This design comes from an exercise in tuning for small area, a short achievable clock period and few clock cycles per item on the open sky130 flow, not from production work. RTL that was checked went through simulation tests only; none was proved equivalent to the original. Power figures rest on the tool's default switching activity, not on a simulated workload.

Setup of job 101:
==> flow/design.v (excerpt) <==
module nearest_palette_color_unit #(
  parameter int unsigned PALETTE_SIZE = 22
) (
  input  logic        clk_i,
  input  logic        rst_ni,
  input  logic        cfg_we_i,
  input  logic [21:0] cfg_wdata_i,
  input  logic        pixel_valid_i,
  output logic        pixel_ready_o,
  input  logic [31:0] pixel_word_i,
  output logic        result_valid_o,
  input  logic        result_ready_i,
  output logic [4:0]  color_index_o,
  output logic        none_enabled_o
);
  function automatic logic [1:0] cmp_join(input logic [1:0] hi, input logic [1:0] lo);
    cmp_join = {hi[1] | (hi[0] & lo[1]), hi[1] | (hi[0] & lo[0])};
  endfunction
  function automatic logic ge_key(input logic [11:0] x, input logic [11:0] y);
    logic [23:0] p;
    logic [23:0] q;
    q = '0;
    for (int k = 0; k < 12; k++) p[2*k +: 2] = {x[k] & ~y[k], x[k] | ~y[k]};
    q[0 +: 2] = cmp_join(p[2 +: 2], p[0 +: 2]);
    q[2 +: 2] = cmp_join(p[6 +: 2], p[4 +: 2]);
    q[4 +: 2] = cmp_join(p[10 +: 2], p[8 +: 2]);
    q[6 +: 2] = cmp_join(p[14 +: 2], p[12 +: 2]);
    q[8 +: 2] = cmp_join(p[18 +: 2], p[16 +: 2]);
    q[10 +: 2] = cmp_join(p[22 +: 2], p[20 +: 2]);
    p[0 +: 2] = cmp_join(q[2 +: 2], q[0 +: 2]);
    p[2 +: 2] = cmp_join(q[6 +: 2], q[4 +: 2]);
    p[4 +: 2] = cmp_join(q[10 +: 2], q[8 +: 2]);
    q[0 +: 2] = cmp_join(p[2 +: 2], p[0 +: 2]);
    q[2 +: 2] = p[4 +: 2];
    p[0 +: 2] = cmp_join(q[2 +: 2], q[0 +: 2]);
    ge_key = p[0];
  endfunction
  logic [21:0] enable_mask_q;
  always_ff @(posedge clk_i or negedge rst_ni) begin
    if (!rst_ni) enable_mask_q <= 22'h3fffff;
    else if (cfg_we_i) enable_mask_q <= cfg_wdata_i;
  end
  logic ready_q;
  logic take_px;
  assign pixel_ready_o = ready_q;
  assign take_px = pixel_valid_i & ready_q;
  logic [23:0] px_q;
  logic [21:0] en_q;
  logic        vin_q;
  logic [30:0] lt_q;
  always_ff @(posedge clk_i) begin
    lt_q[0] <= pixel_word_i[7:0] < 8'd187;
  ...
export LEC_CHECK = 0
export ABC_AREA = 1
export CAP_MARGIN = 20
export CORE_MARGIN = 2
export CORE_UTILIZATION = 40
export CTS_BUF_LIST = sky130_fd_sc_hd__clkbuf_16
export CTS_CLUSTER_DIAMETER = 80
export CTS_CLUSTER_SIZE = 38
export SETUP_SLACK_MARGIN = 2.6
export SLEW_MARGIN = 20
create_clock -name core_clock -period 5.5 [get_ports {clk_i}]
run.sh (not shown) runs the stock make flow with config.mk's settings and CLKGATE_MAP_FILE= SYNTH_SCRIPT=/design/flow/synth_recipe.tcl, a recipe that flattens the netlist after the stock synthesis.
Testbench counts of job 101, summed over its fixed seeds: cycles 16,040, items 16,000.
Inputs modified between job 101 and job 102:
- a change of SETUP_SLACK_MARGIN from 2.6 to 2.7
- a change of CTS_CLUSTER_SIZE from 38 to 30
==> results.txt <==
Final worst-path setup slack was higher in job 101 than in job 102.
Count of clock-buffer cells in the layout, job 101 and job 102: lower on job 101
Of job 102 and job 101, it is job 102 that has the higher insertion delay to the later sink of the worst-skew pair.
In job 102, the number of non-clock buffers in the layout came out 70 above the value in job 101.
Changes observed in job 102 relative to job 101: share of the clock period used by the worst path after layout went up by 0.36 points, CTS buffer count went up by 2, worst-case reg-to-reg path depth went down by 1, utilization went up by 1.7 points, routed via count divided by cell count went up by 0.021.
The clock transition at the registers of the reported paths of job 102 is lower than that of job 101.
Edits applied to the flow inputs when going from job 102 to job 103:
- SETUP_SLACK_MARGIN changed from 2.7 to 2.6
- CORE_UTILIZATION changed from 40 to 45
- CTS_CLUSTER_SIZE changed from 30 to 34
## What came out
Job 103: full flow OK, the timing, DRC and antenna checks passed
Starting utilization of the core area, job 102 and job 103: lower on job 102
Going from job 102 to job 103, wire length on met2 lost 850 um; overall fraction of global-route tracks in use picked up an extra 2.4 points; critical path's largest stage delay picked up an extra 170 ps; share of the clock period used by the worst path neither gained nor lost much; non-clock buffer count lost 64.
Compare job 102 and job 103 | area added between synthesis and finish higher: job 102
Sequential group share of total power ends up higher on job 103.
Job 103: routed via count divided by cell count 2.0% above job 102
Job 102 vs job 103, start point of the critical path: px_q[1]$_DFF_P_ vs px_q[7]$_DFF_P_
Of job 102 and job 103, job 102 shows the lower setup slack after placement, with job 103 above it.
In job 103 the total power turned out about 2% lower than in job 102.
Edits applied to the flow inputs when going from job 103 to job 104:
- CORE_UTILIZATION changed from 45 to 40
- CTS_CLUSTER_DIAMETER removed (was 80)
- CTS_CLUSTER_SIZE removed (was 34)
- CTS_BUF_LIST removed (was sky130_fd_sc_hd__clkbuf_16)
==> results.txt <==
- Job 104 against job 103: overall track demand over capacity in global routing shrank by 2.5 points, count of plain and timing-repair buffers in the layout shrank by 27, via count held steady, hold slack held steady.
- Reported for job 103 and job 104, sequential fraction of the synthesis area turned out identical to the last digit.
- On number of placed cells counting well taps: job 104 sits above job 103.
- In the flow results for job 103 and job 104, the post-route non-filler standard cell count is smaller on job 103.
- Looking only at combinational group share of total power, and setting everything else aside, the lower value of job 103 and job 104 goes to job 104.


Another version of the RTL of nearest_palette_color_unit (not shown whole).
For scale: roughly 2,900 cells after synthesis, about 460 flip-flops, roughly 0.027 mm² of cells after synthesis.
==> flow/config.mk <==
export PLATFORM = sky130hd
export DESIGN_NAME = nearest_palette_color_unit
export DESIGN_NICKNAME = nearest_palette_color_unit
export VERILOG_FILES = /design/flow/design.v
export SDC_FILE = /design/flow/constraint.sdc
export NUM_CORES = 4
export LEC_CHECK = 0
export CAP_MARGIN = 20
export CORE_MARGIN = 2
export CORE_UTILIZATION = 40
export SLEW_MARGIN = 20
==> flow/constraint.sdc <==
create_clock -name core_clock -period 5.5 [get_ports {clk_i}]
set_input_delay 1.1000 -clock core_clock [delete_from_list [all_inputs] [get_ports {clk_i}]]
set_output_delay 1.1000 -clock core_clock [all_outputs]
set_load 0.01 [all_outputs]
Rerun with:
--- a/flow/config.mk
+++ b/flow/config.mk
@@ -6,6 +6,8 @@
 export NUM_CORES = 4
 export LEC_CHECK = 0
+export ABC_CLOCK_PERIOD_IN_PS = 3000
 export CAP_MARGIN = 20
 export CORE_MARGIN = 2
 export CORE_UTILIZATION = 40
+export SETUP_SLACK_MARGIN = 2.5
 export SLEW_MARGIN = 20
- final cell count came out higher by a little under a tenth
- fmax came out higher by about a fifth
- non-clock buffer count came out higher by 341
- clock power came out higher by a few percent
- clock-buffer cell count came out higher by 2
Function was not checked in any run of this note: the RTL went through the layout flow alone.

afterwards: timing with drivers on the ports:
How much do the figures lean on ideal ports? The routed layouts below were timed once more, with nothing changed but the port constraints. Step 1, drivers: a clkbuf_16 drives clk_i and a buf_2 each remaining input, both assumed. Step 2, shift: input delay + t, output delay - t, t = (earliest + latest rising clock arrival at the registers) / 2. This alone moves slack from input paths to output paths. a / b / c = ideal / step 1 / step 2; a / b = the first two.
run	t, ns	setup slack, ns	clock arrival spread, ns	worst register clock-pin slew, ns	worst slew at a driven data input, ns
job 101	0.671	2.669 / 2.669 / 2.187	0.050 / 0.050	0.13 / 0.13	0.06
job 102	0.683	2.649 / 2.649 / 2.263	0.029 / 0.029	0.11 / 0.11	0.05
job 103	0.674	2.642 / 2.642 / 2.146	0.038 / 0.037	0.11 / 0.11	0.07
job 104	0.671	2.666 / 2.666 / 2.157	0.027 / 0.026	0.06 / 0.06	0.06
the first run of note 2	0.651	0.634 / 0.676 / 0.026	0.035 / 0.035	0.06 / 0.06	0.04
the second run of note 2	0.673	1.329 / 1.329 / 0.925	0.042 / 0.043	0.07 / 0.07	0.05
After both steps setup and hold are still met in every run listed. The setup slack of the first run of note 2, which loses most, moves by +0.042 ns with the drivers and by -0.608 ns with both steps.
